Source: an optimization exercise on an open RTL-to-GDS flow (aim: a short achievable clock period and few clock cycles). Production flows keep margins and buffers that such runs may drop. In this exercise RTL edits were held to simulation tests only and were not proved equivalent to the original. Power and IR drop assume default switching activity.

==> config.mk <==
export PLATFORM = sky130hd
export DESIGN_NAME = mips_multicycle
export DESIGN_NICKNAME = mips_multicycle
export VERILOG_FILES = /design/flow/design.v
export SDC_FILE = /design/flow/constraint.sdc
export NUM_CORES = 4
export LEC_CHECK = 0
export ABC_CLOCK_PERIOD_IN_PS = 2500
export CAP_MARGIN = 20
export CORE_MARGIN = 2
export CORE_UTILIZATION = 40
export SLEW_MARGIN = 20
==> constraint.sdc <==
create_clock -name core_clock -period 9.0 [get_ports {clk}]
set_input_delay 1.8000 -clock core_clock [delete_from_list [all_inputs] [get_ports {clk}]]
set_output_delay 1.8000 -clock core_clock [all_outputs]
set_load 0.01 [all_outputs]
==> design.v <==
`timescale 1ns/1ps
package isa_pkg;
    typedef logic [31:0] word_t;     
    typedef logic [4:0]  reg_idx_t;  
    typedef struct packed {
        logic [5:0] opcode;
        reg_idx_t   rs;
        reg_idx_t   rt;
        reg_idx_t   rd;
        logic [4:0] shamt;
        logic [5:0] funct;
    } r_fmt_t;
    typedef struct packed {
        logic [5:0]  opcode;
        reg_idx_t    rs;
        reg_idx_t    rt;
        logic [15:0] imm;
    } i_fmt_t;
    typedef struct packed {
        logic [5:0]  opcode;
        logic [25:0] target;
    } j_fmt_t;
    typedef union packed {
        r_fmt_t r;
        i_fmt_t i;
        j_fmt_t j;
    } instr_t;
    localparam logic [5:0] OP_RTYPE = 6'h00;
    localparam logic [5:0] OP_J     = 6'h02;
    localparam logic [5:0] OP_BEQ   = 6'h04;
    localparam logic [5:0] OP_BNE   = 6'h05;
    localparam logic [5:0] OP_ADDI  = 6'h08;
    localparam logic [5:0] OP_ANDI  = 6'h0c;  
    localparam logic [5:0] OP_ORI   = 6'h0d;  
    localparam logic [5:0] OP_LW    = 6'h23;
    localparam logic [5:0] OP_SW    = 6'h2b;
    localparam logic [5:0] FN_SLL = 6'h00;
    localparam logic [5:0] FN_ADD = 6'h20;
    localparam logic [5:0] FN_SUB = 6'h22;
    localparam logic [5:0] FN_AND = 6'h24;
    localparam logic [5:0] FN_OR  = 6'h25;
    localparam logic [5:0] FN_SLT = 6'h2a;
    localparam word_t START_ADDR = 32'h0000_0000;  
endpackage
`timescale 1ns/1ps
package ctrl_pkg;
    typedef struct packed {
        logic sum;    
        logic dif;    
        logic land;   
        logic lor;    
        logic slt;    
        logic sll;    
    } res_sel_t;
endpackage
`timescale 1ns/1ps
import isa_pkg::*; import ctrl_pkg::*;
module alu (
    input  isa_pkg::word_t     a,
    input  isa_pkg::word_t     b,
    input  isa_pkg::word_t     c,        
    input  logic [4:0]         shamt,
    input  ctrl_pkg::res_sel_t sel,
    output isa_pkg::word_t     sum,
    output isa_pkg::word_t     y
);
    isa_pkg::word_t dif;
    logic lt;
    assign sum = a + b;
    assign dif = a - b;
    assign lt  = {~a[31], a[30:0]} < {~b[31], b[30:0]};
    assign y = ({32{sel.sum}}  & sum)
             | ({32{sel.dif}}  & dif)
             | ({32{sel.land}} & (a & b))
             | ({32{sel.lor}}  & (a | b))
             | ({32{sel.slt}}  & {31'b0, lt})
             | ({32{sel.sll}}  & (c << shamt));
endmodule
`timescale 1ns/1ps
import isa_pkg::*;
module reg_file (
    input  logic              clk,
    input  logic [31:1]       we,        
    input  isa_pkg::word_t    wd,
    input  logic [31:1]       rs0,       
    input  logic [31:1]       rs1,
    output isa_pkg::word_t    rd0,
    output isa_pkg::word_t    rd1
);
    isa_pkg::word_t regs [31:1];
    always_ff @(posedge clk) begin
        for (int i = 1; i < 32; i++)
            if (we[i]) regs[i] <= wd;
    end
    always_comb begin
        rd0 = '0;
        rd1 = '0;
        for (int i = 1; i < 32; i++) begin
            rd0 = rd0 | ({32{rs0[i]}} & regs[i]);
            rd1 = rd1 | ({32{rs1[i]}} & regs[i]);
        end
    end
endmodule
`timescale 1ns/1ps
import isa_pkg::*; import ctrl_pkg::*;
module datapath (
    input  logic           clk,
    input  logic           rst_n,
    input  isa_pkg::word_t r_data,
    output isa_pkg::word_t mem_addr,
    output isa_pkg::word_t w_data,
    output logic           wr_en
);
    isa_pkg::word_t    addr_q;      
    isa_pkg::word_t    fpc;         
    isa_pkg::word_t    wdata_q;
    logic              wr_en_q;
    logic              m_cyc;       
    logic              m_load;
    isa_pkg::reg_idx_t m_rt;
    logic              d_valid;
    isa_pkg::instr_t   ir;
    isa_pkg::word_t    d_pc4;
    logic [31:1]       d_rs_oh;     
    logic [31:1]       d_rt_oh;
    logic               x_valid;
    ctrl_pkg::res_sel_t x_sel;
    isa_pkg::word_t     x_a;        
    isa_pkg::word_t     x_b;        
    isa_pkg::word_t     x_c;        
    logic [4:0]         x_shamt;
    isa_pkg::reg_idx_t  x_wr;       
    isa_pkg::reg_idx_t  x_rt;
    logic               x_lw;
    logic               x_sw;
    logic               x_mis_eq;   
    logic               x_mis_ne;   
    isa_pkg::word_t     x_alt;      
    assign mem_addr = addr_q;
    assign w_data   = wdata_q;
    assign wr_en    = wr_en_q;
    logic              sk_valid;
    isa_pkg::instr_t   sk_ir;
    isa_pkg::word_t    sk_pc4;
    logic               dc_br, dc_bne, dc_j, dc_lw, dc_sw, dc_b_imm;
    isa_pkg::word_t     dc_imm;
    isa_pkg::reg_idx_t  dc_wr;
    ctrl_pkg::res_sel_t dc_sel;
    control_fsm u_dec (
        .instr  (ir),
        .is_br  (dc_br),
        .is_bne (dc_bne),
        .is_j   (dc_j),
        .is_lw  (dc_lw),
        .is_sw  (dc_sw),
        .b_imm  (dc_b_imm),
        .imm    (dc_imm),
        .wr_idx (dc_wr),
        .sel    (dc_sel)
    );
    isa_pkg::reg_idx_t d_rs, d_rt;
    assign d_rs = ir.r.rs;
    assign d_rt = ir.r.rt;
    isa_pkg::word_t x_sum, x_res;
    alu u_alu (
        .a      (x_a),
        .b      (x_b),
        .c      (x_c),
        .shamt  (x_shamt),
        .sel    (x_sel),
        .sum    (x_sum),
        .y      (x_res)
    );
    logic x_fire, x_wen, x_mem, x_mispred;
    assign x_fire    = x_valid;
    assign x_wen     = (x_wr != '0);
    assign x_mem     = x_fire && (x_lw || x_sw);
    assign x_mispred = x_fire && ((x_a == x_c) ? x_mis_eq : x_mis_ne);
    isa_pkg::word_t    rf_rd0, rf_rd1;
    logic [31:1]       w_we;          
    logic [31:1]       m_we;          
    isa_pkg::word_t    w_res;
    logic              ld_q;
    assign ld_q = m_cyc && m_load;
    reg_file u_rf (
        .clk (clk),
        .we  (w_we | ({31{ld_q}} & m_we)),
        .rs0 (d_rs_oh),
        .rs1 (d_rt_oh),
        .wd  (ld_q ? r_data : w_res),
        .rd0 (rf_rd0),
        .rd1 (rf_rd1)
    );
    isa_pkg::word_t d_a, d_b, d_c, d_c_rf;
    logic fa_q, fc_q;                 
    logic wa_q, wc_q;                 
    logic la_q, lc_q;                 
    assign d_c_rf = wc_q ? w_res : (lc_q ? r_data : rf_rd1);
    assign d_a = fa_q ? x_res : (wa_q ? w_res : (la_q ? r_data : rf_rd0));
    assign d_c = fc_q ? x_res : d_c_rf;
    assign d_b = (fc_q && !dc_b_imm) ? x_res : (dc_b_imm ? dc_imm : d_c_rf);
    isa_pkg::instr_t f_ins;
    isa_pkg::word_t  f_pc4, f_btgt, f_jtgt;
    logic            f_j, f_br, f_pred;
    assign f_ins  = r_data;
    assign f_pc4  = fpc + 32'd4;
    assign f_j    = (f_ins.r.opcode == OP_J);
    assign f_br   = (f_ins.r.opcode == OP_BEQ) || (f_ins.r.opcode == OP_BNE);
    assign f_pred = f_ins.r.opcode[0] ^ (f_ins.r.rs == f_ins.r.rt);
    assign f_btgt = {f_pc4[31:12], f_pc4[11:2] + f_ins.i.imm[9:0], 2'b00};
    assign f_jtgt = {f_pc4[31:28], f_ins.j.target, 2'b00};
    logic d_pred;
    isa_pkg::word_t d_btgt;
    assign d_pred = dc_bne ^ (d_rs == d_rt);
    assign d_btgt = {d_pc4[31:12], d_pc4[11:2] + ir.i.imm[9:0], 2'b00};
    isa_pkg::word_t nf_seq, a_early;
    logic           f_take;
    assign nf_seq  = x_mispred ? x_alt : (f_j ? f_jtgt : f_pc4);
    assign f_take  = !x_mispred && f_br && f_pred;
    assign a_early = !rst_n ? START_ADDR : (x_mem ? x_sum : (m_cyc ? fpc : nf_seq));
    logic d_adv;
    assign d_adv = !x_mem;
    isa_pkg::instr_t nd_ir;
    assign nd_ir = m_cyc ? sk_ir : r_data;
    isa_pkg::reg_idx_t nx_wr;
    logic              nx_valid;
    assign nx_valid = d_valid && d_adv && !x_mispred;
    assign nx_wr    = nx_valid ? dc_wr : '0;
    always_ff @(posedge clk or negedge rst_n) begin
        if (!rst_n) begin
            fpc     <= START_ADDR;
            m_cyc   <= 1'b0;
            sk_valid <= 1'b0;
            d_valid <= 1'b0;
            x_valid <= 1'b0;
            x_wr    <= '0;
            w_we    <= '0;
        end else begin
            w_we    <= x_wen ? 31'(32'd1 << x_wr >> 1) : '0;
            m_cyc    <= x_mem;
            sk_valid <= x_mem;
            x_valid  <= nx_valid;
            x_wr     <= nx_wr;
            if (!m_cyc) fpc <= f_take ? f_btgt : nf_seq;
            if (d_adv) d_valid <= (m_cyc ? sk_valid : 1'b1) && !x_mispred;
        end
    end
    always_ff @(posedge clk) begin
        w_res <= x_res;
        wa_q  <= x_wen && (x_wr == nd_ir.r.rs);
        wc_q  <= x_wen && (x_wr == nd_ir.r.rt);
        la_q  <= x_mem && x_lw && (x_rt != '0) && (x_rt == d_rs);
        lc_q  <= x_mem && x_lw && (x_rt != '0) && (x_rt == d_rt);
        if (x_mem) begin
            sk_ir  <= r_data;
            sk_pc4 <= f_pc4;
        end
        wdata_q <= x_c;              
        wr_en_q <= x_fire && x_sw;
        addr_q  <= (f_take && rst_n && !x_mem && !m_cyc) ? f_btgt : a_early;
        if (x_fire) begin
            m_load  <= x_lw;
            m_rt    <= x_rt;
            m_we    <= 31'(32'd1 << x_rt >> 1);
        end
        if (d_adv) begin
            ir       <= nd_ir;
            d_rs_oh  <= 31'(32'd1 << nd_ir.r.rs >> 1);
            d_rt_oh  <= 31'(32'd1 << nd_ir.r.rt >> 1);
            d_pc4    <= m_cyc ? sk_pc4 : f_pc4;
        end
        x_sel    <= dc_sel;
        x_a      <= d_a;
        x_b      <= d_b;
        x_c      <= d_c;
        x_shamt  <= ir.r.shamt;
        fa_q     <= (nx_wr != '0) && (nx_wr == nd_ir.r.rs);
        fc_q     <= (nx_wr != '0) && (nx_wr == nd_ir.r.rt);
        x_rt     <= d_rt;
        x_lw     <= dc_lw;
        x_sw     <= dc_sw;
        x_mis_eq <= dc_br && (!dc_bne != d_pred);
        x_mis_ne <= dc_br && (dc_bne != d_pred);
        x_alt    <= d_pred ? d_pc4 : d_btgt;
    end
endmodule
`timescale 1ns/1ps
import isa_pkg::*; import ctrl_pkg::*;
module control_fsm (
    input  isa_pkg::instr_t    instr,
    output logic               is_br,      
    output logic               is_bne,
    output logic               is_j,
    output logic               is_lw,
    output logic               is_sw,
    output logic               b_imm,      
    output isa_pkg::word_t     imm,        
    output isa_pkg::reg_idx_t  wr_idx,     
    output ctrl_pkg::res_sel_t sel
);
    logic [5:0] opcode;
    logic [5:0] funct;
    assign opcode = instr.r.opcode;
    assign funct  = instr.r.funct;
    always_comb begin
        is_br  = 1'b0;
        is_bne = 1'b0;
        is_j   = 1'b0;
        is_lw  = 1'b0;
        is_sw  = 1'b0;
        b_imm  = 1'b0;
        imm    = {{16{instr.i.imm[15]}}, instr.i.imm};
        wr_idx = '0;
        sel    = '0;
        case (opcode)
            OP_RTYPE: begin
                wr_idx = instr.r.rd;
                case (funct)
                    FN_SLL: sel.sll = 1'b1;
                    FN_SUB: sel.dif = 1'b1;
                    FN_AND: sel.land = 1'b1;
                    FN_OR:  sel.lor  = 1'b1;
                    FN_SLT: sel.slt = 1'b1;
                    default: sel.sum = 1'b1;
                endcase
            end
            OP_ADDI: begin
                wr_idx  = instr.i.rt;
                b_imm   = 1'b1;
                sel.sum = 1'b1;
            end
            OP_ANDI: begin
                wr_idx   = instr.i.rt;
                b_imm    = 1'b1;
                imm      = {16'b0, instr.i.imm};
                sel.land = 1'b1;
            end
            OP_ORI: begin
                wr_idx  = instr.i.rt;
                b_imm   = 1'b1;
                imm     = {16'b0, instr.i.imm};
                sel.lor = 1'b1;
            end
            OP_LW: begin
                is_lw   = 1'b1;
                b_imm   = 1'b1;
                sel.sum = 1'b1;
            end
            OP_SW: begin
                is_sw   = 1'b1;
                b_imm   = 1'b1;
                sel.sum = 1'b1;
            end
            OP_BEQ: is_br = 1'b1;
            OP_BNE: begin is_br = 1'b1; is_bne = 1'b1; end
            OP_J:   is_j = 1'b1;
            default: ;
        endcase
    end
endmodule
`timescale 1ns/1ps
import isa_pkg::*; import ctrl_pkg::*;
module mips_multicycle (
    input  logic  clk,
    input  logic  rst_n,
    input  isa_pkg::word_t r_data,    
    output isa_pkg::word_t mem_addr,
    output isa_pkg::word_t w_data,
    output logic  wr_en      
);
    datapath u_dp (
        .clk      (clk),
        .rst_n    (rst_n),
        .r_data   (r_data),
        .mem_addr (mem_addr),
        .w_data   (w_data),
        .wr_en    (wr_en)
    );
endmodule
==> flow/run.sh <==
#!/bin/bash
# The standard layout, in two calls of the standard.sh:
#  1. synthesis and floorplan as they are;
set -euo pipefail
bash standard.sh synth floorplan > standard_synth_floorplan.log 2>&1
bash standard.sh SETUP_SLACK_MARGIN=6.0 TNS_END_PERCENT=10 \
    "BUFFER_PORTS_ARGS=-buffer_cell sky130_fd_sc_hd__buf_4" finish > standard_place_to_finish.log 2>&1
==> standard.sh <==
#!/bin/bash
# synth_recipe.tcl (not shown) runs the flow's synth.tcl, then flattens the netlist and writes it again
# the make line also repeats each setting of config.mk as NAME=value (left out here)
make -C /OpenROAD-flow-scripts/flow DESIGN_CONFIG=/design/flow/config.mk WORK_HOME=/design/flow/orfs CLKGATE_MAP_FILE= SYNTH_SCRIPT=/design/flow/synth_recipe.tcl "${@:-finish}"
==> summary.txt <==
==> through the flow <==
step,setup slack (ns),area [um2],hold WS (ns)
floorplan,3.39,69600,0.323
CTS,5.79,81800,0.333
global route,5.68,83500,0.345
detailed placement,4.19,73300,0.328
global placement,4.28,73200,0.324
finish,5.59,83500,0.330
==> power by group through the flow <==
| stage | Combinational (uW) | Sequential [uW] | Clock (uW) |
|---|---|---|---|
| 2_1_floorplan | 3350 | 8880 | 0 |
| 3_3_place_gp | 5300 | 9150 | 0 |
| 3_5_place_dp | 5340 | 9160 | 0 |
| 4_1_cts | 6270 | 9020 | 6880 |
| 5_1_grt | 7310 | 9090 | 7170 |
| 6_report | 7100 | 9080 | 6900 |
==> Yosys cell counts, types with 22 or more instances <==
cell type and instances:
a211oi_1 52, a21o_1 46, a21oi_1 211, a221oi_1 336, a22o_1 331, a22oi_1 330
a31oi_1 27, buf_1 42, clkbuf_1 302, dfrtp_1 71, dfxtp_1 251, edfxtp_1 1214
ha_1 115, inv_1 150, mux2_2 131, mux2i_1 60, mux4_2 24, nand2_1 271
nand2b_1 29, nand3_1 128, nand4_1 149, nor2_1 342, nor3_1 46, o211ai_1 27
o21a_1 34, o21ai_0 131, o31ai_1 22, o32ai_1 69, xnor2_1 87, xor2_1 59
==> worst max path at each step <==
stage / from / to / slack (ns) / depth (start not counted)
finish: u_dp.la_q$_DFF_P_ / u_dp.x_a[6]$_DFF_P_ / 5.59 / 7
global placement: rst_n / u_dp.addr_q[8]$_DFF_P_ / 4.28 / 8
CTS: u_dp.d_rt_oh[1]$_SDFFCE_PP0N_ / u_dp.x_b[28]$_DFF_P_ / 5.79 / 10
global route: u_dp.x_a[15]$_DFF_P_ / u_dp.x_c[31]$_DFF_P_ / 5.68 / 12
detailed placement: rst_n / u_dp.addr_q[8]$_DFF_P_ / 4.19 / 8
floorplan: u_dp.x_valid$_DFF_PN0_ / u_dp.addr_q[30]$_DFF_P_ / 3.39 / 5
==> flip-flops by register name (all words and copies together) (netlist names), 32 cells and up <==
register        count
u_dp.fpc           32
u_dp.x_b           32
u_dp.ir            32
u_dp.addr_q        32
u_dp.sk_ir         32
u_dp.wdata_q       32
u_dp.x_alt         32
u_dp.u_rf.regs    992
u_dp.sk_pc4        32
u_dp.x_c           32
u_dp.w_res         32
u_dp.x_a           32
u_dp.d_pc4         32
==> repair_timing <==
| item | in CTS | in global routing |
|---|---|---|
| gates resized for setup | 450 | 190 |
| setup endpoints to repair | 946 | 909 |
| gates cloned | 8 | 7 |
| pin swaps | 106 | 67 |
| buffers inserted | 107 | 68 |
==> cells by family (layout without fill, tap and decap cells) <==
family	after synthesis	in the layout	synth area share [%]
simple gates	1111	1114	7.72
other cells	0	12	0
buf+inv	525	923	2.94
fa+ha+maj	119	119	2.18
flops	1536	1536	62.1
compound gates	1766	1766	19.4
xor+xnor	146	146	1.84
mux	217	217	3.79
==> cell type report <==
class                           count  area [um2]  share of cell area [%]
Clock inverter                     95         940                    1.13
Timing Repair Buffer              462        4250                    5.09
Clock buffer                      207        4470                    5.36
Timing Repair inverter              1        5.00                 0.00599
Multi-Input combinational cell   3362       26900                    32.2
Tap cell                         2325        2910                    3.48
Sequential cell                  1536       43400                    51.9
Antenna cell                       12        30.0                  0.0360
Inverter                          158         623                   0.746
==> routing by layer <==
metal | vias to the layer above | share of wire [%]
met5 | - | 0.20
met4 | 32 | 8.6
met3 | 1854 | 16
met2 | 6376 | 41
met1 | 29300 | 34
li1 | 22300 | -
==> metrics.cfg <==
[sta]
finClkSkew_ns = 0.0527
maxSlewViolCount = 0
relSlewSlack_pct = 18.0
fin_crit_ns = 3.41
period_share_pct = 37.9
hold_viol_final = 0
rsz0062_at_grt = true
setup_viol = 0
tightest_slew_ns = 1.23
max_freq_mhz = 293
setup_tns_ns = 0

[grt]
grt_pass1_vias = 54900
antenna_found_initial = 16
grt_use_total_pct = 35.8
grtUsageMet1_pct = 43.9
grt_max_degree = 146
grt_pass1_wl_um = 446000
grt-busiest-layer = met2
met2_usage_pct = 50.8
overflow = 0
grt_use_met3_pct = 15.9

[floorplan]
dieWidth_um = 421
die_area_um2 = 177000
num_io_pins = 99
core_um2 = 173000
initial_core_util_pct = 40.1
fp-row-count = 153
die_y_um = 421

[worst_setup_path]
critPathArrivalTime_ns = 4.13
cp_slowest_cell = buf_4
cp_cell_sequence = buf_6 -> inv_2 -> buf_4 -> o32ai_2 -> o21ai_0 -> nand2_1 -> o21ai_0
required_ns = 9.71
cp_common_cell = o21ai_0
rr_worst_depth = 7
crit_family = buffers and inverters
critPathCaptureType = flip-flop
worst-path-max-fanout = 31
r2r_slack_ns = 5.59
cp_slowest_stage_delay_ns = 0.81
rr_endpoint = u_dp.x_a[6]$_DFF_P_
crit_path_start_kind = flip-flop
timing.rr.start = u_dp.la_q$_DFF_P_
path_buf_inv = 3
crit_type = flip-flop to flip-flop

[placed_design]
port_buffers = 98
placedCellCount = 7654
dpl.hpwl_um = 189000
place_congestion = 0.998

[logic_synthesis]
ys_async_sr_fraction_pct = 4.62
netlist_top_cells_area = edfxtp_1, dfxtp_1, a221oi_1
yosys.area.top_type = edfxtp_1
synth_fp_nets = 5573
ys_seq_area_share_pct = 62.1
avgSynthCellArea_um2 = 12.8
netlist_instances = 5420
ys_warn_count = 4
synth.top_cell.area_share_pct = 52.4
yosys_register_bits = 1536
synth_edf_count = 1214
yosys_most_used_dff = edfxtp_1
syn_area_um2 = 69600
ys_types = 103

[final_layout]
nFillCells = 15200
fin_nets = 5836
drive_gt1_share_pct = 22.5
final_core_util_pct = 48.1
mostFrequentLayoutCell = edfxtp_1
syn_to_final_growth_pct = 20.0
mostFrequentLayoutCells = edfxtp_1, buf_4, a22o_1
final_cells = 8158

[power]
pwr_density_cell_nw_per_um2 = 276
power.switching_uw = 8090
comb_power_share_pct = 30.8
p_clk_share_pct = 29.9
fin_total_pwr_uw = 23100
seqPwrFrac_pct = 39.3
sw_frac_of_total_pct = 35.0
vdd_drop_max_mv = 0.174
internal-power_uw = 15000
p_leak_uw = 0.0293

[clock_network]
cts_sinks = 1536
cts_buffer_depth = 3
htree_levels = 4
tritoncts = built
clk_latency_ns = 0.84
cts_root_buffer = clkbuf_16
clkSlewWorstSetupHoldPaths_ns = 0.06
cts_buffers = 162
postCtsHoldBufs = 0

[run]
drv_cap = 0

[detailed_routing]
avgRoutedWirePerCell_um = 41.0
drt_iter0_markers = 12700
vias = 59900
drt-total-wl_um = 335000
routed_via_density = 7.34
dr.pass1.iters = 11
drc_errors = 0
final_antenna_net_count = 0

[hold_path]
min_path_cells = 0
holdPathEnd = u_dp.x_alt[24]$_DFF_P_
hold_path_class = flip-flop to flip-flop
worstHoldStart = u_dp.d_pc4[24]$_DFFE_PN_

[status]
outcome = finished clean

Testbench counts, summed over its fixed seeds: cycles 7,722.

## re-timing with driven ports
In the flow no input, the clock included, has a driving cell. The finished layout below was timed again as built, in two steps.
Step 1 assumes that a clkbuf_16 drives the clock port and a buf_2 every other input.
Step 2, shift: input delay + t, output delay - t, t = (earliest + latest rising clock arrival at the registers) / 2. This alone moves slack from input paths to output paths.
Three values: no drivers, after step 1, after step 2; two values: the first two.
shift t [ns]: 0.902
slack for setup (ns): 5.586 / 5.586 / 4.849
hold slack, ns: 0.330 / 0.330 / 0.330
worst data-port slew with drivers (ns): 0.20
After both steps this run still meets setup and hold. For this run, drivers alone change the setup slack by 0.000 ns; drivers and shift together by -0.737 ns.
